What follows belongs to an exercise in optimizing a design on an open flow for small area; a production flow would make more cautious choices.
The RTL was checked by simulation tests, not by an equivalence proof against the original design.

===== design/flow/flow/run.sh =====
#!/bin/bash
# Standard synthesis, then a netlist clean-up (flow/faflip.py: full adders
# flipped to cancel inverters, single-load inverters folded into their
# driver), then the standard layout from floorplan on, with plain buf_1
# port buffers.
set -euo pipefail
RES=orfs/results/sky130hd/fft_peak_detect/base
bash standard.sh synth > synth.log 2>&1
cp $RES/1_2_yosys.v yosys_std.v
python3 flow/faflip.py yosys_std.v $RES/1_2_yosys.v > faflip.log 2>&1
rm -f $RES/1_synth.odb
export PRE_GLOBAL_PLACE_TCL="$PWD/flow/ports.tcl"
bash standard.sh > layout.log 2>&1

===== design/flow/flow/faflip.py =====
#!/usr/bin/env python3
"""Netlist clean-up after synthesis: flips full adders (FA is self-dual,
FA(~a,~b,~c) = ~FA(a,b,c)) to cancel inverters around them, then folds
single-load inverters into the gate that drives them.

usage: faflip.py IN.v OUT.v
"""
import re, sys

PRE = 'sky130_fd_sc_hd__'
src = open(sys.argv[1]).read()

m = re.search(r'^module\s+(\w+)\s*\((.*?)\);', src, re.S | re.M)
ports = set(p.strip() for p in m.group(2).split(','))
inst_re = re.compile(r'^(\s*)(' + PRE + r'\w+)\s+(\S+)\s*\((.*?)\);\n', re.S | re.M)
pin_re = re.compile(r'\.(\w+)\(([^()]*)\)')

cells = {}   # name -> [type, {pin: net}]
order = []
first = None
for mm in inst_re.finditer(src):
    if first is None:
        first = mm.start()
    t, n, body = mm.group(2), mm.group(3), mm.group(4)
    pins = {p: v.strip() for p, v in pin_re.findall(body)}
    cells[n] = [t[len(PRE):], pins]
    order.append(n)
last = list(inst_re.finditer(src))[-1].end()
head, tail = src[:first], src[last:]
assert 'assign' not in tail and 'assign' not in head, 'assign statements not handled'

OUT = {'X', 'Y', 'Q', 'Q_N', 'SUM', 'COUT', 'HI', 'LO'}


def is_port_net(net):
    return net.split('[')[0].strip() in ports


def build():
    drv, loads = {}, {}
    for n, (t, pins) in cells.items():
        for p, v in pins.items():
            if p in OUT:
                drv[v] = (n, p)
            else:
                loads.setdefault(v, []).append((n, p))
    return drv, loads


cnt = [0]
newnets = []


def newnet():
    cnt[0] += 1
    nn = '_ff%d_' % cnt[0]
    newnets.append(nn)
    return nn


def new_inv(a, y):
    cnt[0] += 1
    nm = '_ffi%d_' % cnt[0]
    cells[nm] = ['inv_1', {'A': a, 'Y': y}]
    return nm


def is_inv(n):
    return n in cells and cells[n][0] in ('inv_1', 'clkinv_1')


def cleanup():
    """Remove inverters without loads, and bypass inverter pairs."""
    changed = True
    while changed:
        changed = False
        drv, loads = build()
        for n in list(cells):
            if n not in cells or not is_inv(n):
                continue
            y = cells[n][1]['Y']
            if not loads.get(y) and not is_port_net(y):
                del cells[n]
                changed = True
                continue
            a = cells[n][1]['A']
            d = drv.get(a)
            # inv -> inv: loads of the second may use the first's input.
            if d and is_inv(d[0]) and not is_port_net(y):
                orig = cells[d[0]][1]['A']
                for (ln, lp) in loads.get(y, []):
                    cells[ln][1][lp] = orig
                del cells[n]
                changed = True
                drv, loads = build()


def ninv():
    return sum(1 for n in cells if is_inv(n))


COMP = {'and2_1': 'nand2_1', 'nand2_1': 'and2_1', 'or2_1': 'nor2_1', 'nor2_1': 'or2_1',
        'xor2_1': 'xnor2_1', 'xnor2_1': 'xor2_1', 'and3_1': 'nand3_1', 'nand3_1': 'and3_1',
        'or3_1': 'nor3_1', 'nor3_1': 'or3_1', 'and4_1': 'nand4_1', 'nand4_1': 'and4_1',
        'or4_1': 'nor4_1', 'nor4_1': 'or4_1', 'inv_1': None}


def outpin(t):
    return 'X' if t.startswith(('and', 'or', 'xor', 'buf', 'clkbuf')) else 'Y'


def flip(f):
    drv, loads = build()
    t, pins = cells[f]
    for p in ('A', 'B', 'CIN'):
        v = pins[p]
        d = drv.get(v)
        if d and is_inv(d[0]):
            pins[p] = cells[d[0]][1]['A']
        elif (d and COMP.get(cells[d[0]][0]) and len(loads.get(v, [])) == 1
              and not is_port_net(v)):
            g = cells[d[0]]
            del g[1][outpin(g[0])]
            g[0] = COMP[g[0]]
            g[1][outpin(g[0])] = v
        else:
            # reuse an inverter of this net if there is one
            inv = [ln for (ln, lp) in loads.get(v, []) if is_inv(ln)]
            if inv:
                pins[p] = cells[inv[0]][1]['Y']
            else:
                nn = newnet()
                new_inv(v, nn)
                pins[p] = nn
    for p in ('SUM', 'COUT'):
        o = pins[p]
        on = newnet()
        pins[p] = on
        rest = []
        for (ln, lp) in loads.get(o, []):
            if is_inv(ln) and not is_port_net(cells[ln][1]['Y']):
                y = cells[ln][1]['Y']
                _, l2 = drv, loads
                for (mn, mp) in loads.get(y, []):
                    cells[mn][1][mp] = on
                del cells[ln]
            else:
                rest.append((ln, lp))
        if rest or is_port_net(o):
            new_inv(on, o)


import copy, random


def ha_fix():
    """HA(~x, ~y) = (x ^ y, ~(x | y)): xor2 + nor2, the same area, two inverters gone."""
    n_fixed = 0
    drv, loads = build()
    for n in list(cells):
        if n not in cells or cells[n][0] != 'ha_1':
            continue
        pins = cells[n][1]
        da, db = drv.get(pins['A']), drv.get(pins['B'])
        if not (da and db and is_inv(da[0]) and is_inv(db[0])):
            continue
        x, y = cells[da[0]][1]['A'], cells[db[0]][1]['A']
        del cells[n]
        cnt[0] += 1
        if 'SUM' in pins:
            cells['_ffx%d_' % cnt[0]] = ['xor2_1', {'A': x, 'B': y, 'X': pins['SUM']}]
        if 'COUT' in pins:
            cells['_ffn%d_' % cnt[0]] = ['nor2_1', {'A': x, 'B': y, 'Y': pins['COUT']}]
        n_fixed += 1
        drv, loads = build()
    cleanup()
    return n_fixed


AREA = {}
_cur = None
for _line in open('/OpenROAD-flow-scripts/flow/platforms/sky130hd/lib/sky130_fd_sc_hd__tt_025C_1v80.lib'):
    _m = re.match(r'\s*cell\s*\(\s*"?(\w+)"?\s*\)', _line)
    if _m:
        _cur = _m.group(1)
    _m = re.match(r'\s*area\s*:\s*([\d.]+)', _line)
    if _m and _cur:
        AREA[_cur[len(PRE):]] = float(_m.group(1))
        _cur = None


def cost():
    return sum(AREA[t] for t, _ in cells.values()) - 3.75 * free_invs()


def free_invs():
    """Inverters, not counting those that only feed half adders whose both
    inputs are inverted (ha_fix removes them)."""
    drv, loads = build()
    k = 0
    for n in cells:
        if not is_inv(n):
            continue
        ls = loads.get(cells[n][1]['Y'], [])
        free = bool(ls) and not is_port_net(cells[n][1]['Y'])
        for (ln, lp) in ls:
            if cells[ln][0] != 'ha_1':
                free = False
                break
            other = cells[ln][1]['B' if lp == 'A' else 'A']
            d = drv.get(other)
            if not (d and is_inv(d[0])):
                free = False
                break
        if free:
            k += 1
    return k


# Drop synthesis buffers between cells (placement repairs what needs it).
nbuf = 0
drv, loads = build()
for n in list(cells):
    t, pins = cells[n]
    if not (t.startswith('buf_') or t.startswith('clkbuf_')):
        continue
    a, x = pins['A'], pins['X']
    if is_port_net(x):
        continue
    for (ln, lp) in loads.get(x, []):
        cells[ln][1][lp] = a
    del cells[n]
    nbuf += 1
    drv, loads = build()
print('buffers removed:', nbuf, file=sys.stderr)
cleanup()
base = cost()
print('inverters at start:', ninv(), 'area', base, file=sys.stderr)
random.seed(1)
fas = [n for n in cells if cells[n][0] == 'fa_1']


def components():
    """Two-colour the full adders: an inverter between two adders asks for
    different colours. Returns [(members, colour)] per connected group."""
    drv, loads = build()
    adj = {f: [] for f in fas}
    for f in fas:
        for p in ('A', 'B', 'CIN'):
            v = cells[f][1][p]
            k = 0
            d = drv.get(v)
            while d and is_inv(d[0]):
                k += 1
                d = drv.get(cells[d[0]][1]['A'])
            if d and cells[d[0]][0] == 'fa_1':
                adj[f].append((d[0], k & 1))
                adj[d[0]].append((f, k & 1))
    col, comps = {}, []
    for f in fas:
        if f in col:
            continue
        col[f] = 0
        q, mem = [f], [f]
        while q:
            u = q.pop()
            for (w, par) in adj[u]:
                if w not in col:
                    col[w] = col[u] ^ par
                    q.append(w)
                    mem.append(w)
        comps.append(mem)
    return comps, col


comps, col = components()
print('adder groups:', len(comps), [len(c) for c in comps][:10], file=sys.stderr)
for mem in comps:
    results = []
    for want in (0, 1):
        save = copy.deepcopy(cells)
        for f in mem:
            if col[f] == want:
                flip(f)
                cleanup()
        results.append((cost(), want))
        cells.clear()
        cells.update(save)
    k, want = min(results)
    if k < base:
        for f in mem:
            if col[f] == want:
                flip(f)
                cleanup()
        base = cost()
print('after colouring:', ninv(), base, file=sys.stderr)
best = copy.deepcopy(cells)
best_k = base
for rnd in range(6):
    random.shuffle(fas)
    for f in fas:
        save = copy.deepcopy(cells)
        flip(f)
        cleanup()
        k = cost()
        # accept ties in the first rounds to leave local minima
        if k < base or (k == base and rnd < 3):
            base = k
        else:
            cells.clear()
            cells.update(save)
        if base < best_k:
            best_k = base
            best = copy.deepcopy(cells)
    print('round', rnd, 'inverters', ninv(), 'area', base, file=sys.stderr)
cells.clear()
cells.update(best)
print('inverters after flips:', ninv(), file=sys.stderr)
print('half adders on two inverted inputs rebuilt:', ha_fix(), 'inverters', ninv(), file=sys.stderr)

drv, loads = build()
for n in list(cells):
    t, pins = cells[n]
    if t != 'ha_1':
        continue
    if not loads.get(pins.get('SUM')) and not is_port_net(pins.get('SUM', '')):
        cells[n] = ['and2_1', {'A': pins['A'], 'B': pins['B'], 'X': pins['COUT']}]
    elif not loads.get(pins.get('COUT')) and not is_port_net(pins.get('COUT', '')):
        cells[n] = ['xor2_1', {'A': pins['A'], 'B': pins['B'], 'X': pins['SUM']}]

# Half adders whose outputs only feed inverters: split into gates of the
# inverted polarity (xnor2 / nand2) and drop the inverters.
n_hs = 0
for n in list(cells):
    if n not in cells or cells[n][0] != 'ha_1':
        continue
    drv, loads = build()
    pins = cells[n][1]
    def inv_only(net):
        ls = loads.get(net, [])
        return bool(ls) and not is_port_net(net) and all(is_inv(l) for l, _ in ls)
    so, co = pins.get('SUM'), pins.get('COUT')
    inv_s = so is not None and inv_only(so)
    inv_c = co is not None and inv_only(co)
    if not (inv_s or inv_c):
        continue
    save = copy.deepcopy(cells)
    base = cost()
    a, b = pins['A'], pins['B']
    del cells[n]
    cnt[0] += 1
    for (o, inv, pos, neg, op, on) in ((so, inv_s, 'xor2_1', 'xnor2_1', 'X', 'Y'),
                                        (co, inv_c, 'and2_1', 'nand2_1', 'X', 'Y')):
        if o is None:
            continue
        if inv:
            nn = newnet()
            for (l, _) in loads.get(o, []):
                y = cells[l][1]['Y']
                for (m, mp) in loads.get(y, []):
                    cells[m][1][mp] = nn
                del cells[l]
            cells['_ffh%d_%s' % (cnt[0], neg)] = [neg, {'A': a, 'B': b, on: nn}]
        else:
            cells['_ffh%d_%s' % (cnt[0], pos)] = [pos, {'A': a, 'B': b, op: o}]
    cleanup()
    if cost() < base - 0.01:
        n_hs += 1
    else:
        cells.clear()
        cells.update(save)
print('half adders split into inverted gates:', n_hs, 'inverters', ninv(), file=sys.stderr)

# De Morgan: two-input gates whose inputs come from inverters.
DM2 = {'and2_1': 'nor2_1', 'or2_1': 'nand2_1', 'nand2_1': 'or2_1', 'nor2_1': 'and2_1',
       'xor2_1': 'xor2_1', 'xnor2_1': 'xnor2_1'}
DM1 = {'xor2_1': 'xnor2_1', 'xnor2_1': 'xor2_1'}
n_dm = 0
base = cost()
for n in list(cells):
    if n not in cells or cells[n][0] not in DM2:
        continue
    drv, loads = build()
    t, pins = cells[n]
    ia = drv.get(pins['A'])
    ib = drv.get(pins['B'])
    ia = ia if ia and is_inv(ia[0]) else None
    ib = ib if ib and is_inv(ib[0]) else None
    if ia and ib:
        newt = DM2[t]
    elif (ia or ib) and t in DM1:
        newt = DM1[t]
    else:
        continue
    save = copy.deepcopy(cells)
    out = pins[outpin(t)]
    del pins[outpin(t)]
    if ia:
        pins['A'] = cells[ia[0]][1]['A']
    if ib:
        pins['B'] = cells[ib[0]][1]['A']
    cells[n][0] = newt
    pins[outpin(newt)] = out
    cleanup()
    k = cost()
    if k < base - 0.01:
        base = k
        n_dm += 1
    else:
        cells.clear()
        cells.update(save)
print('gates rewritten on inverted inputs:', n_dm, 'inverters', ninv(), file=sys.stderr)

# Fold a single-load inverter into the simple gate that drives it.
folded = 0
drv, loads = build()
for n in list(cells):
    if n not in cells or not is_inv(n):
        continue
    a = cells[n][1]['A']
    d = drv.get(a)
    if not d or d[0] not in cells or is_port_net(a) or len(loads.get(a, [])) != 1:
        continue
    g = cells[d[0]]
    if g[0] not in COMP or COMP[g[0]] is None:
        continue
    outp = 'Y' if 'Y' in g[1] else 'X'
    newt = COMP[g[0]]
    newout = 'Y' if newt.startswith('n') or newt.startswith('xn') else 'X'
    if newt.startswith('xnor'):
        newout = 'Y'
    if newt.startswith('xor'):
        newout = 'X'
    y = cells[n][1]['Y']
    del g[1][outp]
    g[1][newout] = y
    g[0] = newt
    del cells[n]
    folded += 1
    drv, loads = build()
print('folded into gates:', folded, 'inverters left:', ninv(), file=sys.stderr)

# Write out.
used = set()
for t, pins in cells.values():
    used.update(pins.values())
decl = ''.join('  wire %s;\n' % w for w in newnets if w in used)
body = []
for n in order + [k for k in cells if k not in order]:
    if n not in cells:
        continue
    t, pins = cells[n]
    body.append('  %s%s %s (\n%s\n  );\n' % (PRE, t, n, ',\n'.join('    .%s(%s%s)' % (p, v, ' ' if v.startswith('\\') else '') for p, v in pins.items())))
open(sys.argv[2], 'w').write(head.rstrip(' ') + decl + ''.join(body) + tail)

===== design/flow/flow/ports.tcl =====
# Port buffers: inputs get sky130_fd_sc_hd__buf_2 (they fan out to many gates),
# outputs the smallest plain buffer.
rename buffer_ports my_orig_buffer_ports
proc buffer_ports {args} {
  my_orig_buffer_ports -inputs -buffer_cell sky130_fd_sc_hd__buf_2
  my_orig_buffer_ports -outputs -buffer_cell sky130_fd_sc_hd__buf_1
}

===== design/flow/standard.sh =====
#!/bin/bash
# synth_recipe.tcl (not shown) runs the flow's synth.tcl, then flattens the netlist and writes it again
# the make line also repeats each setting of config.mk as NAME=value (left out here)
make -C /OpenROAD-flow-scripts/flow DESIGN_CONFIG=/design/flow/config.mk WORK_HOME=/design/flow/orfs CLKGATE_MAP_FILE= SYNTH_SCRIPT=/design/flow/synth_recipe.tcl "${@:-finish}"

===== design/flow/config.mk =====
export PLATFORM = sky130hd
export DESIGN_NAME = fft_peak_detect
export DESIGN_NICKNAME = fft_peak_detect
export VERILOG_FILES = /design/flow/design.v
export SDC_FILE = /design/flow/constraint.sdc
export NUM_CORES = 4
export LEC_CHECK = 0
export CAP_MARGIN = 0
export CORE_MARGIN = 2
export CORE_UTILIZATION = 80
export CTS_BUF_LIST = sky130_fd_sc_hd__clkbuf_8
export SLEW_MARGIN = 0

===== design/flow/constraint.sdc =====
create_clock -name core_clock -period 10.0 [get_ports {sys_clk}]
set_input_delay 2.0000 -clock core_clock [delete_from_list [all_inputs] [get_ports {sys_clk}]]
set_output_delay 2.0000 -clock core_clock [all_outputs]
set_load 0.01 [all_outputs]

===== design/flow/design.v =====
`default_nettype none
package fft_peak_detect_pkg;
  localparam int FPD_DATA_W = 16;
  localparam int FPD_IDX_W  = 10;
  typedef enum logic [1:0] {
    ST_IDLE   = 2'd0,
    ST_ACCUM  = 2'd1,
    ST_DRAIN  = 2'd2,
    ST_REPORT = 2'd3
  } fpd_state_e;
endpackage
`default_nettype wire
`default_nettype none
module fft_mag2_pipe
#(
  parameter int DATA_W = fft_peak_detect_pkg::FPD_DATA_W
) (
  input  logic [DATA_W-1:0]     in_re,
  input  logic [DATA_W-1:0]     in_im,
  output logic [2*DATA_W-1:0]   out_pow
);
  wire [15:0] a = in_re;
  wire [15:0] b = in_im;
  wire w0 = a[0] & a[1];
  wire w1 = a[0] & a[2];
  wire w2 = a[0] & a[3];
  wire w3 = a[0] & a[4];
  wire w4 = a[0] & a[5];
  wire w5 = a[0] & a[6];
  wire w6 = a[0] & a[7];
  wire w7 = a[0] & a[8];
  wire w8 = a[0] & a[9];
  wire w9 = a[0] & a[10];
  wire w10 = a[0] & a[11];
  wire w11 = a[0] & a[12];
  wire w12 = a[0] & a[13];
  wire w13 = a[0] & a[14];
  wire w14 = ~(a[15] & a[0]);
  wire w15 = a[1] & a[2];
  wire w16 = a[1] & a[3];
  wire w17 = a[1] & a[4];
  wire w18 = a[1] & a[5];
  wire w19 = a[1] & a[6];
  wire w20 = a[1] & a[7];
  wire w21 = a[1] & a[8];
  wire w22 = a[1] & a[9];
  wire w23 = a[1] & a[10];
  wire w24 = a[1] & a[11];
  wire w25 = a[1] & a[12];
  wire w26 = a[1] & a[13];
  wire w27 = a[1] & a[14];
  wire w28 = ~(a[15] & a[1]);
  wire w29 = a[2] & a[3];
  wire w30 = a[2] & a[4];
  wire w31 = a[2] & a[5];
  wire w32 = a[2] & a[6];
  wire w33 = a[2] & a[7];
  wire w34 = a[2] & a[8];
  wire w35 = a[2] & a[9];
  wire w36 = a[2] & a[10];
  wire w37 = a[2] & a[11];
  wire w38 = a[2] & a[12];
  wire w39 = a[2] & a[13];
  wire w40 = a[2] & a[14];
  wire w41 = ~(a[15] & a[2]);
  wire w42 = a[3] & a[4];
  wire w43 = a[3] & a[5];
  wire w44 = a[3] & a[6];
  wire w45 = a[3] & a[7];
  wire w46 = a[3] & a[8];
  wire w47 = a[3] & a[9];
  wire w48 = a[3] & a[10];
  wire w49 = a[3] & a[11];
  wire w50 = a[3] & a[12];
  wire w51 = a[3] & a[13];
  wire w52 = a[3] & a[14];
  wire w53 = ~(a[15] & a[3]);
  wire w54 = a[4] & a[5];
  wire w55 = a[4] & a[6];
  wire w56 = a[4] & a[7];
  wire w57 = a[4] & a[8];
  wire w58 = a[4] & a[9];
  wire w59 = a[4] & a[10];
  wire w60 = a[4] & a[11];
  wire w61 = a[4] & a[12];
  wire w62 = a[4] & a[13];
  wire w63 = a[4] & a[14];
  wire w64 = ~(a[15] & a[4]);
  wire w65 = a[5] & a[6];
  wire w66 = a[5] & a[7];
  wire w67 = a[5] & a[8];
  wire w68 = a[5] & a[9];
  wire w69 = a[5] & a[10];
  wire w70 = a[5] & a[11];
  wire w71 = a[5] & a[12];
  wire w72 = a[5] & a[13];
  wire w73 = a[5] & a[14];
  wire w74 = ~(a[15] & a[5]);
  wire w75 = a[6] & a[7];
  wire w76 = a[6] & a[8];
  wire w77 = a[6] & a[9];
  wire w78 = a[6] & a[10];
  wire w79 = a[6] & a[11];
  wire w80 = a[6] & a[12];
  wire w81 = a[6] & a[13];
  wire w82 = a[6] & a[14];
  wire w83 = ~(a[15] & a[6]);
  wire w84 = a[7] & a[8];
  wire w85 = a[7] & a[9];
  wire w86 = a[7] & a[10];
  wire w87 = a[7] & a[11];
  wire w88 = a[7] & a[12];
  wire w89 = a[7] & a[13];
  wire w90 = a[7] & a[14];
  wire w91 = ~(a[15] & a[7]);
  wire w92 = a[8] & a[9];
  wire w93 = a[8] & a[10];
  wire w94 = a[8] & a[11];
  wire w95 = a[8] & a[12];
  wire w96 = a[8] & a[13];
  wire w97 = a[8] & a[14];
  wire w98 = ~(a[15] & a[8]);
  wire w99 = a[9] & a[10];
  wire w100 = a[9] & a[11];
  wire w101 = a[9] & a[12];
  wire w102 = a[9] & a[13];
  wire w103 = a[9] & a[14];
  wire w104 = ~(a[15] & a[9]);
  wire w105 = a[10] & a[11];
  wire w106 = a[10] & a[12];
  wire w107 = a[10] & a[13];
  wire w108 = a[10] & a[14];
  wire w109 = ~(a[15] & a[10]);
  wire w110 = a[11] & a[12];
  wire w111 = a[11] & a[13];
  wire w112 = a[11] & a[14];
  wire w113 = ~(a[15] & a[11]);
  wire w114 = a[12] & a[13];
  wire w115 = a[12] & a[14];
  wire w116 = ~(a[15] & a[12]);
  wire w117 = a[13] & a[14];
  wire w118 = ~(a[15] & a[13]);
  wire w119 = ~(a[15] & a[14]);
  wire w120 = b[0] & b[1];
  wire w121 = b[0] & b[2];
  wire w122 = b[0] & b[3];
  wire w123 = b[0] & b[4];
  wire w124 = b[0] & b[5];
  wire w125 = b[0] & b[6];
  wire w126 = b[0] & b[7];
  wire w127 = b[0] & b[8];
  wire w128 = b[0] & b[9];
  wire w129 = b[0] & b[10];
  wire w130 = b[0] & b[11];
  wire w131 = b[0] & b[12];
  wire w132 = b[0] & b[13];
  wire w133 = b[0] & b[14];
  wire w134 = ~(b[15] & b[0]);
  wire w135 = b[1] & b[2];
  wire w136 = b[1] & b[3];
  wire w137 = b[1] & b[4];
  wire w138 = b[1] & b[5];
  wire w139 = b[1] & b[6];
  wire w140 = b[1] & b[7];
  wire w141 = b[1] & b[8];
  wire w142 = b[1] & b[9];
  wire w143 = b[1] & b[10];
  wire w144 = b[1] & b[11];
  wire w145 = b[1] & b[12];
  wire w146 = b[1] & b[13];
  wire w147 = b[1] & b[14];
  wire w148 = ~(b[15] & b[1]);
  wire w149 = b[2] & b[3];
  wire w150 = b[2] & b[4];
  wire w151 = b[2] & b[5];
  wire w152 = b[2] & b[6];
  wire w153 = b[2] & b[7];
  wire w154 = b[2] & b[8];
  wire w155 = b[2] & b[9];
  wire w156 = b[2] & b[10];
  wire w157 = b[2] & b[11];
  wire w158 = b[2] & b[12];
  wire w159 = b[2] & b[13];
  wire w160 = b[2] & b[14];
  wire w161 = ~(b[15] & b[2]);
  wire w162 = b[3] & b[4];
  wire w163 = b[3] & b[5];
  wire w164 = b[3] & b[6];
  wire w165 = b[3] & b[7];
  wire w166 = b[3] & b[8];
  wire w167 = b[3] & b[9];
  wire w168 = b[3] & b[10];
  wire w169 = b[3] & b[11];
  wire w170 = b[3] & b[12];
  wire w171 = b[3] & b[13];
  wire w172 = b[3] & b[14];
  wire w173 = ~(b[15] & b[3]);
  wire w174 = b[4] & b[5];
  wire w175 = b[4] & b[6];
  wire w176 = b[4] & b[7];
  wire w177 = b[4] & b[8];
  wire w178 = b[4] & b[9];
  wire w179 = b[4] & b[10];
  wire w180 = b[4] & b[11];
  wire w181 = b[4] & b[12];
  wire w182 = b[4] & b[13];
  wire w183 = b[4] & b[14];
  wire w184 = ~(b[15] & b[4]);
  wire w185 = b[5] & b[6];
  wire w186 = b[5] & b[7];
  wire w187 = b[5] & b[8];
  wire w188 = b[5] & b[9];
  wire w189 = b[5] & b[10];
  wire w190 = b[5] & b[11];
  wire w191 = b[5] & b[12];
  wire w192 = b[5] & b[13];
  wire w193 = b[5] & b[14];
  wire w194 = ~(b[15] & b[5]);
  wire w195 = b[6] & b[7];
  wire w196 = b[6] & b[8];
  wire w197 = b[6] & b[9];
  wire w198 = b[6] & b[10];
  wire w199 = b[6] & b[11];
  wire w200 = b[6] & b[12];
  wire w201 = b[6] & b[13];
  wire w202 = b[6] & b[14];
  wire w203 = ~(b[15] & b[6]);
  wire w204 = b[7] & b[8];
  wire w205 = b[7] & b[9];
  wire w206 = b[7] & b[10];
  wire w207 = b[7] & b[11];
  wire w208 = b[7] & b[12];
  wire w209 = b[7] & b[13];
  wire w210 = b[7] & b[14];
  wire w211 = ~(b[15] & b[7]);
  wire w212 = b[8] & b[9];
  wire w213 = b[8] & b[10];
  wire w214 = b[8] & b[11];
  wire w215 = b[8] & b[12];
  wire w216 = b[8] & b[13];
  wire w217 = b[8] & b[14];
  wire w218 = ~(b[15] & b[8]);
  wire w219 = b[9] & b[10];
  wire w220 = b[9] & b[11];
  wire w221 = b[9] & b[12];
  wire w222 = b[9] & b[13];
  wire w223 = b[9] & b[14];
  wire w224 = ~(b[15] & b[9]);
  wire w225 = b[10] & b[11];
  wire w226 = b[10] & b[12];
  wire w227 = b[10] & b[13];
  wire w228 = b[10] & b[14];
  wire w229 = ~(b[15] & b[10]);
  wire w230 = b[11] & b[12];
  wire w231 = b[11] & b[13];
  wire w232 = b[11] & b[14];
  wire w233 = ~(b[15] & b[11]);
  wire w234 = b[12] & b[13];
  wire w235 = b[12] & b[14];
  wire w236 = ~(b[15] & b[12]);
  wire w237 = b[13] & b[14];
  wire w238 = ~(b[15] & b[13]);
  wire w239 = ~(b[15] & b[14]);
  wire w240 = w10 ^ w23;
  wire w241 = w10 & w23;
  wire w242, w243;
  assign {w243, w242} = w12 + w25 + w37;
  wire w244 = w48 ^ w58;
  wire w245 = w48 & w58;
  wire w246, w247;
  assign {w247, w246} = w13 + w26 + w38;
  wire w248 = w49 ^ w59;
  wire w249 = w49 & w59;
  wire w250, w251;
  assign {w251, w250} = w14 + w27 + w39;
  wire w252, w253;
  assign {w253, w252} = w50 + w60 + w69;
  wire w254, w255;
  assign {w255, w254} = w77 + w84 + a[8];
  wire w256 = w134 ^ w147;
  wire w257 = w134 & w147;
  wire w258, w259;
  assign {w259, w258} = w28 + w40 + w51;
  wire w260, w261;
  assign {w261, w260} = w61 + w70 + w78;
  wire w262, w263;
  assign {w263, w262} = w85 + w148 + w160;
  wire w264, w265;
  assign {w265, w264} = w41 + w52 + w62;
  wire w266, w267;
  assign {w267, w266} = w71 + w79 + w86;
  wire w268, w269;
  assign {w269, w268} = w92 + a[9] + w161;
  wire w270, w271;
  assign {w271, w270} = w53 + w63 + w72;
  wire w272, w273;
  assign {w273, w272} = w64 + w73 + w81;
  wire w274 = w6 ^ w19;
  wire w275 = w6 & w19;
  wire w276, w277;
  assign {w277, w276} = w8 + w21 + w33;
  wire w278 = w44 ^ w54;
  wire w279 = w44 & w54;
  wire w280, w281;
  assign {w281, w280} = w9 + w22 + w34;
  wire w282 = w45 ^ w55;
  wire w283 = w45 & w55;
  wire w284, w285;
  assign {w285, w284} = w35 + w46 + w56;
  wire w286, w287;
  assign {w287, w286} = w65 + a[6] + w130;
  wire w288, w289;
  assign {w289, w288} = w143 + w155 + w166;
  wire w290, w291;
  assign {w291, w290} = w11 + w24 + w36;
  wire w292, w293;
  assign {w293, w292} = w47 + w57 + w66;
  wire w294, w295;
  assign {w295, w294} = w131 + w144 + w156;
  wire w296 = w167 ^ w177;
  wire w297 = w167 & w177;
  wire w298, w299;
  assign {w299, w298} = w67 + w75 + a[7];
  wire w300, w301;
  assign {w301, w300} = w132 + w145 + w157;
  wire w302, w303;
  assign {w303, w302} = w168 + w178 + w187;
  wire w304, w305;
  assign {w305, w304} = w195 + b[7] + w242;
  wire w306, w307;
  assign {w307, w306} = w68 + w76 + w133;
  wire w308, w309;
  assign {w309, w308} = w146 + w158 + w169;
  wire w310, w311;
  assign {w311, w310} = w179 + w188 + w196;
  wire w312, w313;
  assign {w313, w312} = w246 + w248 + w243;
  wire w314, w315;
  assign {w315, w314} = w159 + w170 + w180;
  wire w316, w317;
  assign {w317, w316} = w189 + w197 + w204;
  wire w318, w319;
  assign {w319, w318} = b[8] + w250 + w252;
  wire w320, w321;
  assign {w321, w320} = w254 + w256 + w247;
  wire w322, w323;
  assign {w323, w322} = w171 + w181 + w190;
  wire w324, w325;
  assign {w325, w324} = w198 + w205 + 1'b1;
  wire w326, w327;
  assign {w327, w326} = w258 + w260 + w262;
  wire w328, w329;
  assign {w329, w328} = w251 + w253 + w255;
  wire w330, w331;
  assign {w331, w330} = w172 + w182 + w191;
  wire w332, w333;
  assign {w333, w332} = w199 + w206 + w212;
  wire w334, w335;
  assign {w335, w334} = b[9] + w264 + w266;
  wire w336, w337;
  assign {w337, w336} = w268 + w259 + w261;
  wire w338, w339;
  assign {w339, w338} = w80 + w87 + w93;
  wire w340, w341;
  assign {w341, w340} = w173 + w183 + w192;
  wire w342, w343;
  assign {w343, w342} = w200 + w207 + w213;
  wire w344, w345;
  assign {w345, w344} = w270 + w265 + w267;
  wire w346, w347;
  assign {w347, w346} = w88 + w94 + w99;
  wire w348, w349;
  assign {w349, w348} = a[10] + w184 + w193;
  wire w350, w351;
  assign {w351, w350} = w201 + w208 + w214;
  wire w352, w353;
  assign {w353, w352} = w219 + b[10] + w272;
  wire w354, w355;
  assign {w355, w354} = w74 + w82 + w89;
  wire w356, w357;
  assign {w357, w356} = w95 + w100 + w194;
  wire w358, w359;
  assign {w359, w358} = w202 + w209 + w215;
  wire w360, w361;
  assign {w361, w360} = w83 + w90 + w96;
  wire w362, w363;
  assign {w363, w362} = w101 + w105 + a[11];
  wire w364, w365;
  assign {w365, w364} = w203 + w210 + w216;
  wire w366, w367;
  assign {w367, w366} = w91 + w97 + w102;
  wire w368, w369;
  assign {w369, w368} = w98 + w103 + w107;
  wire w370, w371;
  assign {w371, w370} = w4 + w17 + w29;
  wire w372 = w5 ^ w18;
  wire w373 = w5 & w18;
  wire w374, w375;
  assign {w375, w374} = w31 + w42 + a[4];
  wire w376, w377;
  assign {w377, w376} = w126 + w139 + w151;
  wire w378, w379;
  assign {w379, w378} = w7 + w20 + w32;
  wire w380, w381;
  assign {w381, w380} = w43 + w127 + w140;
  wire w382 = w152 ^ w163;
  wire w383 = w152 & w163;
  wire w384, w385;
  assign {w385, w384} = a[5] + w128 + w141;
  wire w386, w387;
  assign {w387, w386} = w153 + w164 + w174;
  wire w388, w389;
  assign {w389, w388} = b[5] + w276 + w278;
  wire w390, w391;
  assign {w391, w390} = w129 + w142 + w154;
  wire w392, w393;
  assign {w393, w392} = w165 + w175 + w280;
  wire w394, w395;
  assign {w395, w394} = w282 + w277 + w279;
  wire w396, w397;
  assign {w397, w396} = w176 + w185 + b[6];
  wire w398, w399;
  assign {w399, w398} = w240 + w284 + w286;
  wire w400, w401;
  assign {w401, w400} = w288 + w281 + w283;
  wire w402, w403;
  assign {w403, w402} = w186 + w241 + w290;
  wire w404, w405;
  assign {w405, w404} = w292 + w294 + w296;
  wire w406, w407;
  assign {w407, w406} = w285 + w287 + w289;
  wire w408, w409;
  assign {w409, w408} = w244 + w298 + w300;
  wire w410, w411;
  assign {w411, w410} = w302 + w304 + w291;
  wire w412, w413;
  assign {w413, w412} = w293 + w295 + w297;
  wire w414, w415;
  assign {w415, w414} = w245 + w306 + w308;
  wire w416, w417;
  assign {w417, w416} = w310 + w312 + w299;
  wire w418, w419;
  assign {w419, w418} = w301 + w303 + w305;
  wire w420, w421;
  assign {w421, w420} = w249 + w314 + w316;
  wire w422, w423;
  assign {w423, w422} = w318 + w320 + w307;
  wire w424, w425;
  assign {w425, w424} = w309 + w311 + w313;
  wire w426, w427;
  assign {w427, w426} = w257 + w322 + w324;
  wire w428, w429;
  assign {w429, w428} = w326 + w328 + w315;
  wire w430, w431;
  assign {w431, w430} = w317 + w319 + w321;
  wire w432, w433;
  assign {w433, w432} = w263 + w330 + w332;
  wire w434, w435;
  assign {w435, w434} = w334 + w336 + w323;
  wire w436, w437;
  assign {w437, w436} = w325 + w327 + w329;
  wire w438, w439;
  assign {w439, w438} = w269 + w338 + w340;
  wire w440, w441;
  assign {w441, w440} = w342 + w344 + w331;
  wire w442, w443;
  assign {w443, w442} = w333 + w335 + w337;
  wire w444, w445;
  assign {w445, w444} = w271 + w346 + w348;
  wire w446, w447;
  assign {w447, w446} = w350 + w352 + w339;
  wire w448, w449;
  assign {w449, w448} = w341 + w343 + w345;
  wire w450, w451;
  assign {w451, w450} = w220 + w273 + w354;
  wire w452, w453;
  assign {w453, w452} = w356 + w358 + w347;
  wire w454, w455;
  assign {w455, w454} = w349 + w351 + w353;
  wire w456, w457;
  assign {w457, w456} = w221 + w225 + b[11];
  wire w458, w459;
  assign {w459, w458} = w360 + w362 + w364;
  wire w460, w461;
  assign {w461, w460} = w355 + w357 + w359;
  wire w462, w463;
  assign {w463, w462} = w106 + w211 + w217;
  wire w464, w465;
  assign {w465, w464} = w222 + w226 + w366;
  wire w466, w467;
  assign {w467, w466} = w361 + w363 + w365;
  wire w468, w469;
  assign {w469, w468} = w110 + a[12] + w218;
  wire w470, w471;
  assign {w471, w470} = w223 + w227 + w230;
  wire w472, w473;
  assign {w473, w472} = b[12] + w368 + w367;
  wire w474, w475;
  assign {w475, w474} = w104 + w108 + w111;
  wire w476, w477;
  assign {w477, w476} = w224 + w228 + w231;
  wire w478, w479;
  assign {w479, w478} = w109 + w112 + w114;
  wire w480, w481;
  assign {w481, w480} = a[13] + w229 + w232;
  wire w482, w483;
  assign {w483, w482} = w2 + w15 + a[2];
  wire w484 = w3 ^ w16;
  wire w485 = w3 & w16;
  wire w486, w487;
  assign {w487, w486} = a[3] + w124 + w137;
  wire w488 = w149 ^ b[3];
  wire w489 = w149 & b[3];
  wire w490, w491;
  assign {w491, w490} = w30 + w125 + w138;
  wire w492, w493;
  assign {w493, w492} = w150 + w372 + w371;
  wire w494, w495;
  assign {w495, w494} = w162 + b[4] + w274;
  wire w496, w497;
  assign {w497, w496} = w374 + w376 + w373;
  wire w498, w499;
  assign {w499, w498} = w275 + w378 + w380;
  wire w500, w501;
  assign {w501, w500} = w382 + w375 + w377;
  wire w502, w503;
  assign {w503, w502} = w384 + w386 + w388;
  wire w504, w505;
  assign {w505, w504} = w379 + w381 + w383;
  wire w506, w507;
  assign {w507, w506} = w390 + w392 + w394;
  wire w508, w509;
  assign {w509, w508} = w385 + w387 + w389;
  wire w510, w511;
  assign {w511, w510} = w396 + w398 + w400;
  wire w512, w513;
  assign {w513, w512} = w391 + w393 + w395;
  wire w514, w515;
  assign {w515, w514} = w402 + w404 + w406;
  wire w516, w517;
  assign {w517, w516} = w397 + w399 + w401;
  wire w518, w519;
  assign {w519, w518} = w408 + w410 + w412;
  wire w520, w521;
  assign {w521, w520} = w403 + w405 + w407;
  wire w522, w523;
  assign {w523, w522} = w414 + w416 + w418;
  wire w524, w525;
  assign {w525, w524} = w409 + w411 + w413;
  wire w526, w527;
  assign {w527, w526} = w420 + w422 + w424;
  wire w528, w529;
  assign {w529, w528} = w415 + w417 + w419;
  wire w530, w531;
  assign {w531, w530} = w426 + w428 + w430;
  wire w532, w533;
  assign {w533, w532} = w421 + w423 + w425;
  wire w534, w535;
  assign {w535, w534} = w432 + w434 + w436;
  wire w536, w537;
  assign {w537, w536} = w427 + w429 + w431;
  wire w538, w539;
  assign {w539, w538} = w438 + w440 + w442;
  wire w540, w541;
  assign {w541, w540} = w433 + w435 + w437;
  wire w542, w543;
  assign {w543, w542} = w444 + w446 + w448;
  wire w544, w545;
  assign {w545, w544} = w439 + w441 + w443;
  wire w546, w547;
  assign {w547, w546} = w450 + w452 + w454;
  wire w548, w549;
  assign {w549, w548} = w445 + w447 + w449;
  wire w550, w551;
  assign {w551, w550} = w456 + w458 + w460;
  wire w552, w553;
  assign {w553, w552} = w451 + w453 + w455;
  wire w554, w555;
  assign {w555, w554} = w462 + w464 + w466;
  wire w556, w557;
  assign {w557, w556} = w457 + w459 + w461;
  wire w558, w559;
  assign {w559, w558} = w468 + w470 + w472;
  wire w560, w561;
  assign {w561, w560} = w463 + w465 + w467;
  wire w562, w563;
  assign {w563, w562} = w369 + w474 + w476;
  wire w564, w565;
  assign {w565, w564} = w469 + w471 + w473;
  wire w566, w567;
  assign {w567, w566} = w234 + b[13] + w478;
  wire w568, w569;
  assign {w569, w568} = w480 + w475 + w477;
  wire w570, w571;
  assign {w571, w570} = w113 + w115 + w233;
  wire w572, w573;
  assign {w573, w572} = w235 + w479 + w481;
  wire w574, w575;
  assign {w575, w574} = w116 + w117 + a[14];
  wire w576, w577;
  assign {w577, w576} = w236 + w237 + b[14];
  wire w578 = w0 ^ a[1];
  wire w579 = w0 & a[1];
  wire w580 = w122 ^ w135;
  wire w581 = w122 & w135;
  wire w582, w583;
  assign {w583, w582} = w123 + w136 + w484;
  wire w584, w585;
  assign {w585, w584} = w370 + w486 + w488;
  wire w586, w587;
  assign {w587, w586} = w490 + w492 + w487;
  wire w588, w589;
  assign {w589, w588} = w494 + w496 + w491;
  wire w590, w591;
  assign {w591, w590} = w498 + w500 + w495;
  wire w592, w593;
  assign {w593, w592} = w502 + w504 + w499;
  wire w594, w595;
  assign {w595, w594} = w506 + w508 + w503;
  wire w596, w597;
  assign {w597, w596} = w510 + w512 + w507;
  wire w598, w599;
  assign {w599, w598} = w514 + w516 + w511;
  wire w600, w601;
  assign {w601, w600} = w518 + w520 + w515;
  wire w602, w603;
  assign {w603, w602} = w522 + w524 + w519;
  wire w604, w605;
  assign {w605, w604} = w526 + w528 + w523;
  wire w606, w607;
  assign {w607, w606} = w530 + w532 + w527;
  wire w608, w609;
  assign {w609, w608} = w534 + w536 + w531;
  wire w610, w611;
  assign {w611, w610} = w538 + w540 + w535;
  wire w612, w613;
  assign {w613, w612} = w542 + w544 + w539;
  wire w614, w615;
  assign {w615, w614} = w546 + w548 + w543;
  wire w616, w617;
  assign {w617, w616} = w550 + w552 + w547;
  wire w618, w619;
  assign {w619, w618} = w554 + w556 + w551;
  wire w620, w621;
  assign {w621, w620} = w558 + w560 + w555;
  wire w622, w623;
  assign {w623, w622} = w562 + w564 + w559;
  wire w624, w625;
  assign {w625, w624} = w566 + w568 + w563;
  wire w626, w627;
  assign {w627, w626} = w570 + w572 + w567;
  wire w628, w629;
  assign {w629, w628} = w574 + w576 + w571;
  wire w630, w631;
  assign {w631, w630} = w118 + w238 + w575;
  wire w632, w633;
  assign {w633, w632} = w119 + a[15] + w239;
  wire w634 = w120 ^ b[1];
  wire w635 = w120 & b[1];
  wire w636, w637;
  assign {w637, w636} = w1 + w121 + w579;
  wire w638, w639;
  assign {w639, w638} = b[2] + w482 + w580;
  wire w640, w641;
  assign {w641, w640} = w483 + w582 + w581;
  wire w642, w643;
  assign {w643, w642} = w485 + w584 + w583;
  wire w644, w645;
  assign {w645, w644} = w489 + w586 + w585;
  wire w646, w647;
  assign {w647, w646} = w493 + w588 + w587;
  wire w648, w649;
  assign {w649, w648} = w497 + w590 + w589;
  wire w650, w651;
  assign {w651, w650} = w501 + w592 + w591;
  wire w652, w653;
  assign {w653, w652} = w505 + w594 + w593;
  wire w654, w655;
  assign {w655, w654} = w509 + w596 + w595;
  wire w656, w657;
  assign {w657, w656} = w513 + w598 + w597;
  wire w658, w659;
  assign {w659, w658} = w517 + w600 + w599;
  wire w660, w661;
  assign {w661, w660} = w521 + w602 + w601;
  wire w662, w663;
  assign {w663, w662} = w525 + w604 + w603;
  wire w664, w665;
  assign {w665, w664} = w529 + w606 + w605;
  wire w666, w667;
  assign {w667, w666} = w533 + w608 + w607;
  wire w668, w669;
  assign {w669, w668} = w537 + w610 + w609;
  wire w670, w671;
  assign {w671, w670} = w541 + w612 + w611;
  wire w672, w673;
  assign {w673, w672} = w545 + w614 + w613;
  wire w674, w675;
  assign {w675, w674} = w549 + w616 + w615;
  wire w676, w677;
  assign {w677, w676} = w553 + w618 + w617;
  wire w678, w679;
  assign {w679, w678} = w557 + w620 + w619;
  wire w680, w681;
  assign {w681, w680} = w561 + w622 + w621;
  wire w682, w683;
  assign {w683, w682} = w565 + w624 + w623;
  wire w684, w685;
  assign {w685, w684} = w569 + w626 + w625;
  wire w686, w687;
  assign {w687, w686} = w573 + w628 + w627;
  wire w688, w689;
  assign {w689, w688} = w577 + w630 + w629;
  wire w690, w691;
  assign {w691, w690} = b[15] + w632 + w631;
  wire [31:0] ra = {w633, w690, w688, w686, w684, w682, w680, w678, w676, w674, w672, w670, w668, w666, w664, w662, w660, w658, w656, w654, w652, w650, w648, w646, w644, w642, w640, w638, w636, w578, 1'b0, a[0]};
  wire [31:0] rb = {w691, w689, w687, w685, w683, w681, w679, w677, w675, w673, w671, w669, w667, w665, w663, w661, w659, w657, w655, w653, w651, w649, w647, w645, w643, w641, w639, w637, w635, w634, 1'b0, b[0]};
  wire w692 = ra[0] ^ rb[0];
  wire w693 = ra[0] & rb[0];
  wire w694, w695;
  assign {w695, w694} = ra[1] + rb[1] + w693;
  wire w696, w697;
  assign {w697, w696} = ra[2] + rb[2] + w695;
  wire w698, w699;
  assign {w699, w698} = ra[3] + rb[3] + w697;
  wire w700, w701;
  assign {w701, w700} = ra[4] + rb[4] + w699;
  wire w702, w703;
  assign {w703, w702} = ra[5] + rb[5] + w701;
  wire w704, w705;
  assign {w705, w704} = ra[6] + rb[6] + w703;
  wire w706, w707;
  assign {w707, w706} = ra[7] + rb[7] + w705;
  wire w708 = ra[8] & rb[8];
  wire w709 = ra[9] & rb[9];
  wire w710 = ra[10] & rb[10];
  wire w711 = ra[11] & rb[11];
  wire w712 = ra[12] & rb[12];
  wire w713 = ra[13] & rb[13];
  wire w714 = ra[14] & rb[14];
  wire w715 = ra[15] & rb[15];
  wire w716 = ra[16] & rb[16];
  wire w717 = ra[17] & rb[17];
  wire w718 = ra[18] & rb[18];
  wire w719 = ra[19] & rb[19];
  wire w720 = ra[20] & rb[20];
  wire w721 = ra[21] & rb[21];
  wire w722 = ra[22] & rb[22];
  wire w723 = ra[23] & rb[23];
  wire w724 = ra[24] & rb[24];
  wire w725 = ra[25] & rb[25];
  wire w726 = ra[26] & rb[26];
  wire w727 = ra[27] & rb[27];
  wire w728 = ra[28] & rb[28];
  wire w729 = ra[29] & rb[29];
  wire w730 = ra[30] & rb[30];
  wire w731 = ra[31] & rb[31];
  wire w732 = ra[8] ^ rb[8];
  wire w733 = ra[9] ^ rb[9];
  wire w734 = ra[10] ^ rb[10];
  wire w735 = ra[11] ^ rb[11];
  wire w736 = ra[12] ^ rb[12];
  wire w737 = ra[13] ^ rb[13];
  wire w738 = ra[14] ^ rb[14];
  wire w739 = ra[15] ^ rb[15];
  wire w740 = ra[16] ^ rb[16];
  wire w741 = ra[17] ^ rb[17];
  wire w742 = ra[18] ^ rb[18];
  wire w743 = ra[19] ^ rb[19];
  wire w744 = ra[20] ^ rb[20];
  wire w745 = ra[21] ^ rb[21];
  wire w746 = ra[22] ^ rb[22];
  wire w747 = ra[23] ^ rb[23];
  wire w748 = ra[24] ^ rb[24];
  wire w749 = ra[25] ^ rb[25];
  wire w750 = ra[26] ^ rb[26];
  wire w751 = ra[27] ^ rb[27];
  wire w752 = ra[28] ^ rb[28];
  wire w753 = ra[29] ^ rb[29];
  wire w754 = ra[30] ^ rb[30];
  wire w755 = ra[31] ^ rb[31];
  wire w756 = w708 | (w732 & w707);
  wire w757 = w709 | (w733 & w756);
  wire w758 = w733 & w732;
  wire w759 = w711 | (w735 & w710);
  wire w760 = w735 & w734;
  wire w761 = w713 | (w737 & w712);
  wire w762 = w737 & w736;
  wire w763 = w715 | (w739 & w714);
  wire w764 = w739 & w738;
  wire w765 = w717 | (w741 & w716);
  wire w766 = w741 & w740;
  wire w767 = w719 | (w743 & w718);
  wire w768 = w743 & w742;
  wire w769 = w721 | (w745 & w720);
  wire w770 = w745 & w744;
  wire w771 = w723 | (w747 & w722);
  wire w772 = w747 & w746;
  wire w773 = w725 | (w749 & w724);
  wire w774 = w749 & w748;
  wire w775 = w727 | (w751 & w726);
  wire w776 = w751 & w750;
  wire w777 = w729 | (w753 & w728);
  wire w778 = w753 & w752;
  wire w779 = w731 | (w755 & w730);
  wire w780 = w755 & w754;
  wire w781 = w759 | (w760 & w757);
  wire w782 = w760 & w758;
  wire w783 = w763 | (w764 & w761);
  wire w784 = w764 & w762;
  wire w785 = w767 | (w768 & w765);
  wire w786 = w768 & w766;
  wire w787 = w771 | (w772 & w769);
  wire w788 = w772 & w770;
  wire w789 = w775 | (w776 & w773);
  wire w790 = w776 & w774;
  wire w791 = w779 | (w780 & w777);
  wire w792 = w780 & w778;
  wire w793 = w783 | (w784 & w781);
  wire w794 = w784 & w782;
  wire w795 = w787 | (w788 & w785);
  wire w796 = w788 & w786;
  wire w797 = w791 | (w792 & w789);
  wire w798 = w792 & w790;
  wire w799 = w795 | (w796 & w793);
  wire w800 = w796 & w794;
  wire w801 = w797 | (w798 & w799);
  wire w802 = w798 & w800;
  wire w803 = w785 | (w786 & w793);
  wire w804 = w786 & w794;
  wire w805 = w789 | (w790 & w799);
  wire w806 = w790 & w800;
  wire w807 = w761 | (w762 & w781);
  wire w808 = w762 & w782;
  wire w809 = w765 | (w766 & w793);
  wire w810 = w766 & w794;
  wire w811 = w769 | (w770 & w803);
  wire w812 = w770 & w804;
  wire w813 = w773 | (w774 & w799);
  wire w814 = w774 & w800;
  wire w815 = w777 | (w778 & w805);
  wire w816 = w778 & w806;
  wire w817 = w710 | (w734 & w757);
  wire w818 = w734 & w758;
  wire w819 = w712 | (w736 & w781);
  wire w820 = w736 & w782;
  wire w821 = w714 | (w738 & w807);
  wire w822 = w738 & w808;
  wire w823 = w716 | (w740 & w793);
  wire w824 = w740 & w794;
  wire w825 = w718 | (w742 & w809);
  wire w826 = w742 & w810;
  wire w827 = w720 | (w744 & w803);
  wire w828 = w744 & w804;
  wire w829 = w722 | (w746 & w811);
  wire w830 = w746 & w812;
  wire w831 = w724 | (w748 & w799);
  wire w832 = w748 & w800;
  wire w833 = w726 | (w750 & w813);
  wire w834 = w750 & w814;
  wire w835 = w728 | (w752 & w805);
  wire w836 = w752 & w806;
  wire w837 = w730 | (w754 & w815);
  wire w838 = w754 & w816;
  wire w839 = w732 ^ w707;
  wire w840 = w733 ^ w756;
  wire w841 = w734 ^ w757;
  wire w842 = w735 ^ w817;
  wire w843 = w736 ^ w781;
  wire w844 = w737 ^ w819;
  wire w845 = w738 ^ w807;
  wire w846 = w739 ^ w821;
  wire w847 = w740 ^ w793;
  wire w848 = w741 ^ w823;
  wire w849 = w742 ^ w809;
  wire w850 = w743 ^ w825;
  wire w851 = w744 ^ w803;
  wire w852 = w745 ^ w827;
  wire w853 = w746 ^ w811;
  wire w854 = w747 ^ w829;
  wire w855 = w748 ^ w799;
  wire w856 = w749 ^ w831;
  wire w857 = w750 ^ w813;
  wire w858 = w751 ^ w833;
  wire w859 = w752 ^ w805;
  wire w860 = w753 ^ w835;
  wire w861 = w754 ^ w815;
  wire w862 = w755 ^ w837;
  assign out_pow = {w862, w861, w860, w859, w858, w857, w856, w855, w854, w853, w852, w851, w850, w849, w848, w847, w846, w845, w844, w843, w842, w841, w840, w839, w706, w704, w702, w700, w698, w696, w694, w692};
endmodule
`default_nettype wire
`default_nettype none
module fft_peak_detect
#(
  parameter int DATA_W = fft_peak_detect_pkg::FPD_DATA_W,
  parameter int FFT_N  = 1024,
  parameter int IDX_W  = fft_peak_detect_pkg::FPD_IDX_W
) (
  input  logic                sys_clk,
  input  logic                sys_rst,
  input  logic [DATA_W-1:0]   s_re,
  input  logic [DATA_W-1:0]   s_im,
  input  logic                s_valid,
  input  logic                s_last,
  output logic                s_ready,
  output logic [IDX_W-1:0]    peak_idx,
  output logic [2*DATA_W-1:0] peak_pow,
  output logic                peak_valid,
  output logic                frame_err,
  output logic                busy
);
  localparam int PW = 2 * DATA_W;
  logic             en_q, post_q, bad_q;
  logic [IDX_W-1:0] cnt_q, run_idx_q, peak_idx_q;
  logic [PW-1:0]    run_pow_q, peak_pow_q;
  logic             w_accept, w_at_end, w_last, w_elig, w_first, w_hit, w_load;
  logic [PW-1:0]    w_pow;
  logic             w_gt;
  assign w_accept = s_valid & s_ready;
  assign w_at_end = &cnt_q;
  assign w_last   = w_accept & (s_last | w_at_end);
  assign w_elig   = ~cnt_q[IDX_W-1] & (|cnt_q);
  assign w_first  = (cnt_q == IDX_W'(1));
  fft_mag2_pipe #(.DATA_W(DATA_W)) u_mag2 (
    .in_re   (s_re),
    .in_im   (s_im),
    .out_pow (w_pow)
  );
  fft_peak_cmp #(.W(PW)) u_cmp (.a(w_pow), .b(run_pow_q), .gt(w_gt), .lt());
  assign w_hit  = w_accept & w_elig & (w_first | w_gt);
  assign w_load = post_q & (cnt_q == IDX_W'(FFT_N - 2)) & ~bad_q;
  always_ff @(posedge sys_clk) begin
    if (w_hit) begin
      run_pow_q <= w_pow;
      run_idx_q <= w_first ? IDX_W'(|{s_re, s_im}) : cnt_q;
    end
    if (!post_q) bad_q <= ~(s_last & w_at_end);
  end
  always_ff @(posedge sys_clk or negedge sys_rst) begin
    if (!sys_rst) begin
      en_q       <= 1'b0;
      post_q     <= 1'b0;
      cnt_q      <= '0;
      peak_idx_q <= '0;
      peak_pow_q <= '0;
    end else begin
      en_q <= 1'b1;
      if (w_last) begin
        post_q <= 1'b1;
        cnt_q  <= IDX_W'(FFT_N - 4);
      end else if (post_q | w_accept) begin
        cnt_q <= cnt_q + IDX_W'(1);
        if (w_at_end) post_q <= 1'b0;
      end
      if (w_load) begin
        peak_idx_q <= run_idx_q;
        peak_pow_q <= run_pow_q;
      end
    end
  end
  assign s_ready    = en_q & ~post_q;
  assign busy       = post_q | (|cnt_q);
  assign peak_valid = post_q & w_at_end & ~bad_q;
  assign frame_err  = post_q & w_at_end & bad_q;
  assign peak_idx   = peak_idx_q;
  assign peak_pow   = peak_pow_q;
endmodule
module fft_peak_cmp
#(
  parameter int W = 32
) (
  input  logic [W-1:0] a,
  input  logic [W-1:0] b,
  output logic         gt,
  output logic         lt
);
  if (W == 1) begin : g_leaf
    assign gt = a[0] & ~b[0];
    assign lt = b[0] & ~a[0];
  end else begin : g_node
    localparam int H = W / 2;
    logic gt_hi, lt_hi, gt_lo, lt_lo;
    fft_peak_cmp #(.W(W - H)) u_hi (.a(a[W-1:H]), .b(b[W-1:H]), .gt(gt_hi), .lt(lt_hi));
    fft_peak_cmp #(.W(H))     u_lo (.a(a[H-1:0]), .b(b[H-1:0]), .gt(gt_lo), .lt(lt_lo));
    assign gt = gt_hi | (~lt_hi & gt_lo);
    assign lt = lt_hi | (~gt_hi & lt_lo);
  end
endmodule
`default_nettype wire

==> impl_metrics.csv, run 1 <==
group,metric,value,unit
placed_design,post-place-cells,1255,
clock_tree,cts_tree,"done",
route,vias,8530,
placed_design,pre_cts_ws,-0.205,ns
floorplanning,ios,82,
global_routing,first_global_vias,9388,
route,drt_wl_total,29.6,mm
worst_setup_path,r2r_setup_slack,7.11,ns
worst_setup_path,r2r_cells,8,
floorplanning,die_x,120,µm
worst_setup_path,max_stage_delay,0.53,ns
worst_setup_path,cp.arrival,9.80,ns
timing,drv_slew,0,
clock_tree,postCtsSetupBuffers,0,
hold_path,worst_hold_path_type,"flip-flop to flip-flop",
global_routing,grt_max_degree,55,
worst_setup_path,cp-startpoint,"s_re[0]",
finish,drive_gt1_share,11.2,%
worst_setup_path,cp.depth,25,
worst_setup_path,r2r-start,"run_pow_q[11]",
timing,timing.fmax,0.103,GHz
placed_design,port_buffers,81,
placed_design,dp_hpwl,22.3,mm
worst_setup_path,crit_path_start_kind,"input port",
clock_tree,root_buffer,"clkbuf_8",
finish,multi_input_area,7900,µm²
route,dr.pass1.iters,7,
clock_tree,clkTransAtPathRegs,0.10,ns
route,drtIter0Drc,1134,
floorplanning,start_util,81.7,%
timing,setup_viol,0,
placed_design,routabilityCongestion,0.930,
timing,tightest_slew,0.858,ns
timing,fin_crit_sh,97.3,%
timing,postLayoutSetupSlackWorst,0.273,ns
floorplanning,core_area,13200,µm²
route,wl_per_cell,23.3,µm
worst_setup_path,path_max_fanout,34,
run,max-cap-violations,0,
yosys,synth_nets,1240,
finish,finalNonFillerCells,1272,
floorplanning,die_h,120,µm
clock_tree,insertion_delay,0.39,ns
timing,fin_setup_tns,0,ns
worst_setup_path,cp_top_family,"adder cells",
route,antenna_left,0,
worst_setup_path,critPathKind,"input port to flip-flop",
worst_setup_path,cp.required,10.07,ns
yosys,syn_avg_cell_area,11.1,µm²
worst_setup_path,critPathSlowestCell,"fa_1",
run_status,status,"no timing/DRC/antenna violations",
floorplanning,die_area,14400,µm²
finish,areaGrowthSynthToFinish,9.15,%
global_routing,antenna_found_initial,1,
finish,postLayoutCoreUtil,89.1,%
worst_setup_path,reg2reg_to,"run_pow_q[0]",
timing,relSlewSlack,42.5,%
finish,finalNetCount,1356,
global_routing,grt_overflow,0,
global_routing,grt_util_all_layers,44.4,%
global_routing,grt_pass1_wl,47.6,mm
floorplanning,rows,42,
finish,fillerInstances,581,
clock_tree,cts_sinks,97,
clock_tree,cts.path.max_buffers,2,
finish,stdcell_area,11800,µm²
route,drcViolationCount,0,
timing,period_minus_slack,9.73,ns
worst_setup_path,crit_top_cell,"fa_1",
yosys,synthCells,974,
route,vias_per_cell,6.71,
clock_tree,cts_max_level,3,
yosys,ys_warn_count,1,
worst_setup_path,endpoint,"run_pow_q[0]",
worst_setup_path,path_buf_inv,2,
timing,final_hold_viol_count,0,
timing,finClkSkew,0.0180,ns
worst_setup_path,end_kind,"flip-flop",
yosys,syn_area,10800,µm²
placed_design,placed_cell_area,11500,µm²
clock_tree,cts_buffers,9,
finish,register_area,2640,µm²
-- timing repair --
item / CTS / global route
resized for setup: 0 / 3
endpoints found under the setup margin: 0 / 42
hold buffers: 0 / 0
-- cells in the final DEF (no fill, tap or decap), types with 4 or more instances in the layout --
| cell | n |
|---|---|
| nand3_1 | 10 |
| mux2_2 | 35 |
| clkbuf_8 | 10 |
| buf_4 | 23 |
| inv_1 | 68 |
| nand2b_1 | 7 |
| fa_1 | 228 |
| nor3_1 | 5 |
| nor4_1 | 9 |
| a21o_1 | 4 |
| a21oi_1 | 22 |
| and2_1 | 54 |
| maj3_2 | 4 |
| maj3_1 | 11 |
| nor2b_1 | 9 |
| xor2_1 | 31 |
| xnor2_1 | 20 |
| o21ai_0 | 26 |
| nor2_1 | 35 |
| nand4_1 | 5 |
| dfrtp_1 | 54 |
| nand2_1 | 246 |
| buf_1 | 46 |
| o221ai_1 | 4 |
| edfxtp_1 | 43 |
| buf_2 | 35 |
-- worst reg2reg max path, stage by stage, from the launching register on --
cell      delay [ns]
edfxtp_1        0.45
nor3_1          0.26
o21ai_2         0.10
maj3_2          0.32
o21a_1          0.19
maj3_1          0.39
o221a_2         0.36
o31ai_4         0.26
buf_12          0.26
-- sequential cells by signal (all words and copies together) (netlist names) --
register / count
en_q: 1
peak_idx_q: 10
bad_q: 1
cnt_q: 10
post_q: 1
peak_pow_q: 32
run_pow_q: 32
run_idx_q: 10
-- how the worst min path moves through the flow --
stage          cells past startpoint           start             end
2_1_floorplan                      1    run_idx_q[0]   peak_idx_q[0]
3_3_place_gp                       1    run_idx_q[1]   peak_idx_q[1]
3_5_place_dp                       2  peak_pow_q[13]  peak_pow_q[13]
4_1_cts                            2  peak_pow_q[13]  peak_pow_q[13]
5_1_grt                            1    run_idx_q[1]   peak_idx_q[1]
6_report                           2  peak_pow_q[13]  peak_pow_q[13]
-- area by class of cell --
cell class	count	share of cell area, %
Antenna cell	1	0.0213
Clock buffer	10	1.17
Clock inverter	6	0.489
Inverter	68	2.17
Multi-Input combinational cell	809	67.2
Sequential cell	97	22.5
Tap cell	176	1.87
Timing Repair Buffer	105	4.60
-- layer usage --
metal	up-vias	track usage, %	part of all wire (%)
li1	3390	-	-
met1	4196	53.5	32
met2	744	74.1	49
met3	200	11.3	12
met4	0	23.7	6.4
met5	-	0	0
-- stage by stage --
stage | hold slack [ns]
2_1_floorplan | 0.456
3_3_place_gp | 0.458
3_5_place_dp | 0.469
4_1_cts | 0.491
5_1_grt | 0.514
6_report | 0.488
==> inputs of run 2 (changes only) <==
--- a/design/flow/config.mk
+++ b/design/flow/config.mk
@@ -8,5 +8,5 @@
 export CAP_MARGIN = 0
 export CORE_MARGIN = 2
-export CORE_UTILIZATION = 80
+export CORE_UTILIZATION = 65
 export CTS_BUF_LIST = sky130_fd_sc_hd__clkbuf_8
 export SLEW_MARGIN = 0
==> run 2 against run 1 <==
Largest cell class unchanged. Synthesized cell count did not move. Clock-buffer cell count did not move. Critical path type unchanged. Routed wire length fell by 14%. Final cell count rose by 4.4%. Critical endpoint is now run_idx_q[8]. Still clean on timing, DRC and antenna. Die area rose by 22%.
==> impl_metrics.csv, run 2 <==
group,metric,value,unit
floorplanning,core_area,16400,µm²
worst_setup_path,r2r-start,"run_pow_q[11]",
worst_setup_path,critPathKind,"input port to flip-flop",
floorplanning,die_area,17600,µm²
global_routing,grt_max_degree,55,
worst_setup_path,path_max_fanout,10,
finish,finalNonFillerCells,1328,
finish,stdcell_area,11900,µm²
timing,fin_setup_tns,0,ns
finish,final_cell_mix,"nand2_1 (246), fa_1 (228), inv_1 (70), and2_1 (54), dfrtp_1 (54)",
global_routing,grt_overflow,0,
placed_design,post-place-cells,1312,
worst_setup_path,cp.arrival,9.73,ns
yosys,syn_avg_cell_area,11.1,µm²
hold_path,holdPathStages,2,
timing,rsz0062_at_grt,"false",
clock_tree,post_cts_resized,0,
timing,finClkSkew,0.0127,ns
timing,fin_crit_sh,96.6,%
worst_setup_path,r2r_setup_slack,6.93,ns
floorplanning,ios,82,
clock_tree,postCtsSetupBuffers,0,
route,antenna_left,0,
clock_tree,insertion_delay,0.36,ns
finish,drive_gt1_share,11.8,%
hold_path,worst_hold_path_type,"flip-flop to flip-flop",
floorplanning,die_h,133,µm
hold_path,hold_path.startpoint,"peak_pow_q[13]",
route,vias_per_cell,5.81,
worst_setup_path,cp.required,10.07,ns
finish,num_antenna_cells,0,
placed_design,placed_cell_area,11700,µm²
global_routing,grt_util_all_layers,31.1,%
clock_tree,cts_tree,"done",
global_routing,grt_pass1_wl,41.9,mm
clock_tree,cts_max_level,3,
hold_path,whs_endpoint,"peak_pow_q[13]",
global_routing,antenna_found_initial,0,
route,vias,7710,
route,drcViolationCount,0,
worst_setup_path,reg2reg_to,"run_idx_q[8]",
worst_setup_path,crit_path_start_kind,"input port",
finish,biggestRegsByFlops,"peak_pow_q (32), run_pow_q (32)",
clock_tree,root_buffer,"clkbuf_8",
route,dr.pass1.iters,5,
timing,period_minus_slack,9.66,ns
floorplanning,rows,47,
clock_tree,cts_hold_buf,0,
timing,timing.fmax,0.104,GHz
timing,drv_slew,0,
finish,finalNetCount,1369,
timing,final_hold_viol_count,0,
worst_setup_path,r2r_cells,8,
timing,tightest_slew,0.764,ns
clock_tree,cts_buffers,9,
yosys,ys_warn_count,1,
clock_tree,clkTransAtPathRegs,0.09,ns
yosys,synthCells,974,
clock_tree,cts.path.max_buffers,2,
floorplanning,die_x,133,µm
route,drt_wl_total,25.6,mm
timing,relSlewSlack,49.0,%
yosys,syn_area,10800,µm²
run_status,status,"no timing/DRC/antenna violations",
floorplanning,start_util,65.7,%
clock_tree,cts_sinks,97,
run,max-cap-violations,0,
placed_design,port_buffers,81,
finish,fillerInstances,1214,
worst_setup_path,end_kind,"flip-flop",
placed_design,dp_hpwl,20.9,mm
finish,final_common_cell,"nand2_1",
route,drtIter0Drc,514,
placed_design,routabilityCongestion,0.933,
route,wl_per_cell,19.2,µm
global_routing,first_global_vias,8032,
timing,setup_viol,0,
yosys,synth_nets,1240,
finish,areaGrowthSynthToFinish,10.5,%
[run 2: worst max-delay path: stages]
cell       delay (ns)
buf_2            0.13
inv_1            0.07
fa_1             0.55
fa_1             0.43
fa_1             0.44
fa_1             0.47
fa_1             0.47
fa_1             0.45
fa_1             0.39
fa_1             0.46
nor2b_1          0.18
o2111ai_1        0.14
a21oi_1          0.25
o2111ai_1        0.23
a21oi_1          0.25
nor2b_1          0.10
fa_1             0.46
and2_1           0.16
maj3_2           0.30
maj3_2           0.31
maj3_2           0.30
a211o_1          0.34
o31ai_4          0.55
buf_4            0.29
[run 2: how the worst max path moves through the flow]
stage,end,depth (start not counted),startpoint,slack (ns)
2_1_floorplan,run_idx_q[0],22,s_re[1],0.1
3_3_place_gp,run_idx_q[5],24,s_re[0],-0.005
3_5_place_dp,run_idx_q[7],24,s_re[2],-0.08
4_1_cts,run_idx_q[8],24,s_re[2],0.31
5_1_grt,run_idx_q[8],24,s_re[0],0.003
6_report,run_idx_q[8],24,s_re[2],0.34
[run 2: metrics by stage]
step                      worst slack [ns]  util (%)  hold slack (ns)
after floorplan                     0.0967         -            0.456
after global placement            -0.00532      71.4            0.458
after detailed placement           -0.0832      71.4            0.465
after CTS                            0.308      72.6            0.485
after global routing               0.00320      72.6            0.507
final                                0.341      72.6            0.485
[run 2: area by class of cell]
cell class                 count  area [µm²]  share of cell area [%]
sequential                    97        2640                    22.2
clock buffer                  10         138                    1.16
tap                          220         275                    2.31
timing repair buffer         118         651                    5.46
inverter                      68         255                    2.14
clock inverter                 6        58.8                   0.494
multi-input combinational    809        7890                    66.2
[run 2: metal layers]
metal | share of wire, % | vias up | GRT usage [%]
li1 | - | 3405 | -
met1 | 43 | 3900 | 45.4
met2 | 46 | 354 | 49.1
met3 | 8.1 | 51 | 4.79
met4 | 2.8 | 0 | 10.2
met5 | 0 | - | 0

[port drivers added, routing unchanged]
The flow's constraints put no driver on any port. The routed layouts listed below were extracted and timed again, unchanged, in two steps.
Step 1 assumes that a clkbuf_16 drives the clock port and a buf_2 every other input.
Step 2 times the ports against the registers' clock, not the clock port: input delays grow and output delays shrink by t, the midpoint of the rising clock arrivals with the driver on.
Slacks: ideal / step 1 / step 2; pairs: ideal / step 1.
| run | t (ns) | setup slack, ns | latest minus earliest clock arrival (ns) |
|---|---|---|---|
| run 1 | 0.416 | 0.273 / 0.291 / -0.125 | 0.018 / 0.018 |
| run 2 | 0.392 | 0.341 / 0.354 / -0.037 | 0.013 / 0.013 |
With both steps, setup timing fails in run 1 and run 2, where it was met with ideal ports. For run 1, which loses most, drivers alone change the setup slack by +0.018 ns; drivers and shift together by -0.398 ns.
